This design comes from an exercise in tuning for small area, a short achievable clock period and few clock cycles on the open sky130 flow, not from production work.
The RTL was checked by simulation tests, not by an equivalence proof against the original design.
Power figures rest on the tool's default switching activity, not on a simulated workload.

==> flow/design.v (excerpt) <==
module segment_reassembly_engine (
    input  logic              i_clk,
    input  logic              i_rst_n,
    input  logic              i_cfg_we,
    input  logic [3:0]        i_cfg_data,
    input  logic              i_in_valid,
    output logic              o_in_ready,
    input  logic [8:0]        i_in_word,
    output logic              o_out_valid,
    input  logic              i_out_ready,
    output logic [57:0]       o_out_word
);
    logic        skid_v;       
    logic        in_rdy;       
    logic [8:0]  skid_w;
    logic        h_valid, h_wv, h_bad;
    logic [7:0]  h_data;
    logic [25:0] h_addr;
    logic [3:0]  r_stream;
    logic [2:0]  hp;           
    logic        match;
    logic        acc_en;       
    logic        first;        
    logic        s_big;        
    logic [10:0] s;            
    logic [15:0] r_total;      
    logic [15:0] r_size;
    logic [3:0]  r_format;     
    logic        started;
    logic [10:0] count;        
    logic        r_complete;
    logic [15:0] rem;          
    logic [25:0] acc;
    logic        bad_r, eq0_r, eq1_r;
    logic [4:0]  hst;          
    logic [1:0]  rcnt;         
    logic        busy;
    logic [17:0] size3;        
    logic [17:0] m_r;          
    logic        m_neg;        
    logic        c_sh, c_id, c_cin;    
    logic [1023:0] ring;       
    logic [3:0]  ph;
    logic [3:0]  clr_cnt;
    logic        clr;
    logic        r_hit, r_hv;
    logic        pend_v;
    logic [1:0]  pend_hi;
    logic [8:0]  w;
    logic [7:0]  b;
    logic        fs, avail, go, blk;
    logic [2:0]  hp_n;
    logic        is_p1, is_p2, is_p3, is_p4, is_p5, is_p6, is_pay, wv;
    assign w      = skid_v ? skid_w : i_in_word;
    assign b      = w[8:1];
    assign fs     = w[0];
    assign hp_n   = fs ? 3'd0 : ((hp == 3'd7) ? 3'd7 : hp + 3'd1);
    assign is_p1  = !fs && match && (hp == 3'd0);
    assign is_p2  = !fs && match && (hp == 3'd1);
    assign is_p3  = !fs && match && (hp == 3'd2);
    assign is_p4  = !fs && match && (hp == 3'd3);
    assign is_p5  = !fs && match && (hp == 3'd4);
    assign is_p6  = !fs && match && (hp == 3'd5);
    assign is_pay = !fs && (hp[2:1] == 2'b11);
  ...
Size in the first run: ~78 I/O pins, about 37000 µm² of cells after synthesis.
==> flow/config.mk <==
export PLATFORM = sky130hd
export DESIGN_NAME = segment_reassembly_engine
export DESIGN_NICKNAME = segment_reassembly_engine
export VERILOG_FILES = /design/flow/design.v
export SDC_FILE = /design/flow/constraint.sdc
export NUM_CORES = 4
export LEC_CHECK = 0
export CAP_MARGIN = 20
export CORE_MARGIN = 2
export CORE_UTILIZATION = 40
export CTS_CLUSTER_DIAMETER = 150
export CTS_CLUSTER_SIZE = 30
export SETUP_SLACK_MARGIN = 5
export SLEW_MARGIN = 20
==> flow/constraint.sdc <==
create_clock -name core_clock -period 9.0 [get_ports {i_clk}]
set_input_delay 1.8000 -clock core_clock [delete_from_list [all_inputs] [get_ports {i_clk}]]
set_output_delay 1.8000 -clock core_clock [all_outputs]
set_load 0.01 [all_outputs]
standard.sh (not shown) runs the stock make flow with config.mk's settings and CLKGATE_MAP_FILE= SYNTH_SCRIPT=/design/flow/synth_recipe.tcl, a recipe that flattens the netlist after the stock synthesis.
==> flow/flow/run.sh <==
#!/bin/bash
# standard layout, with timing repair aiming at a larger setup margin
set -euo pipefail
bash standard.sh SETUP_SLACK_MARGIN=6.15 finish > standard_flow.log 2>&1
The starting point went through all stages and came out clean.
Testbench counts at the start, summed over its fixed seeds: cycles 102,197.
==> next run, changes <==
==> flow/flow/run.sh (replaced) <==
#!/bin/bash
# standard layout, with timing repair aiming at a larger setup margin
set -euo pipefail
bash standard.sh SETUP_SLACK_MARGIN=6.0 finish > standard_flow.log 2>&1
The new run finished clean; cell area is lower by 2.5%; cell count is lower by 1.1%; clock-buffer cell count is lower by 1; setup slack loses 0.019 ns.
==> next run, changes <==
CORE_UTILIZATION = 50   (was 40)
Area after synthesis does not change.
Fmax decreases by 0.63%.
First-iteration DRC count increases by 2.2%.
Worst hold slack improved by 0.0048 ns.
Setup slack loses 0.019 ns.
Power is about the same.
Routed wire length is lower by 1.3%.

## afterwards: timing with drivers on the ports
Ports are ideal in the flow. The routed layouts listed here were re-timed in OpenROAD.
Step 1 (the two cells are an assumption about what drives the block):
set clk [get_ports {i_clk}]
set_driving_cell -lib_cell sky130_fd_sc_hd__clkbuf_16 $clk
set_driving_cell -lib_cell sky130_fd_sc_hd__buf_2 [delete_from_list [all_inputs] $clk]
Step 2 adds t to the input delays and takes it off the output delays; t is the mean of the earliest and latest rising clock arrival at the registers after step 1. Input paths then give back, and output paths get back, about the clock's delay inside the block.
a / b / c = no drivers / after step 1 / after step 2; a / b = the first two.
run	t (ns)	setup slack, ns	hold WS [ns]	worst setup path after step 2
the first run	0.697	5.936 / 5.871 / 5.484	0.317 / 0.317 / 0.317	input to register
the second run	0.701	5.917 / 5.853 / 5.329	0.312 / 0.312 / 0.312	input to register
the third run	0.704	5.898 / 5.837 / 5.283	0.317 / 0.317 / 0.317	input to register
After both steps every run listed still meets setup and hold. The setup slack of the third run, which loses most, moves by -0.061 ns with the drivers and by -0.615 ns with both steps.
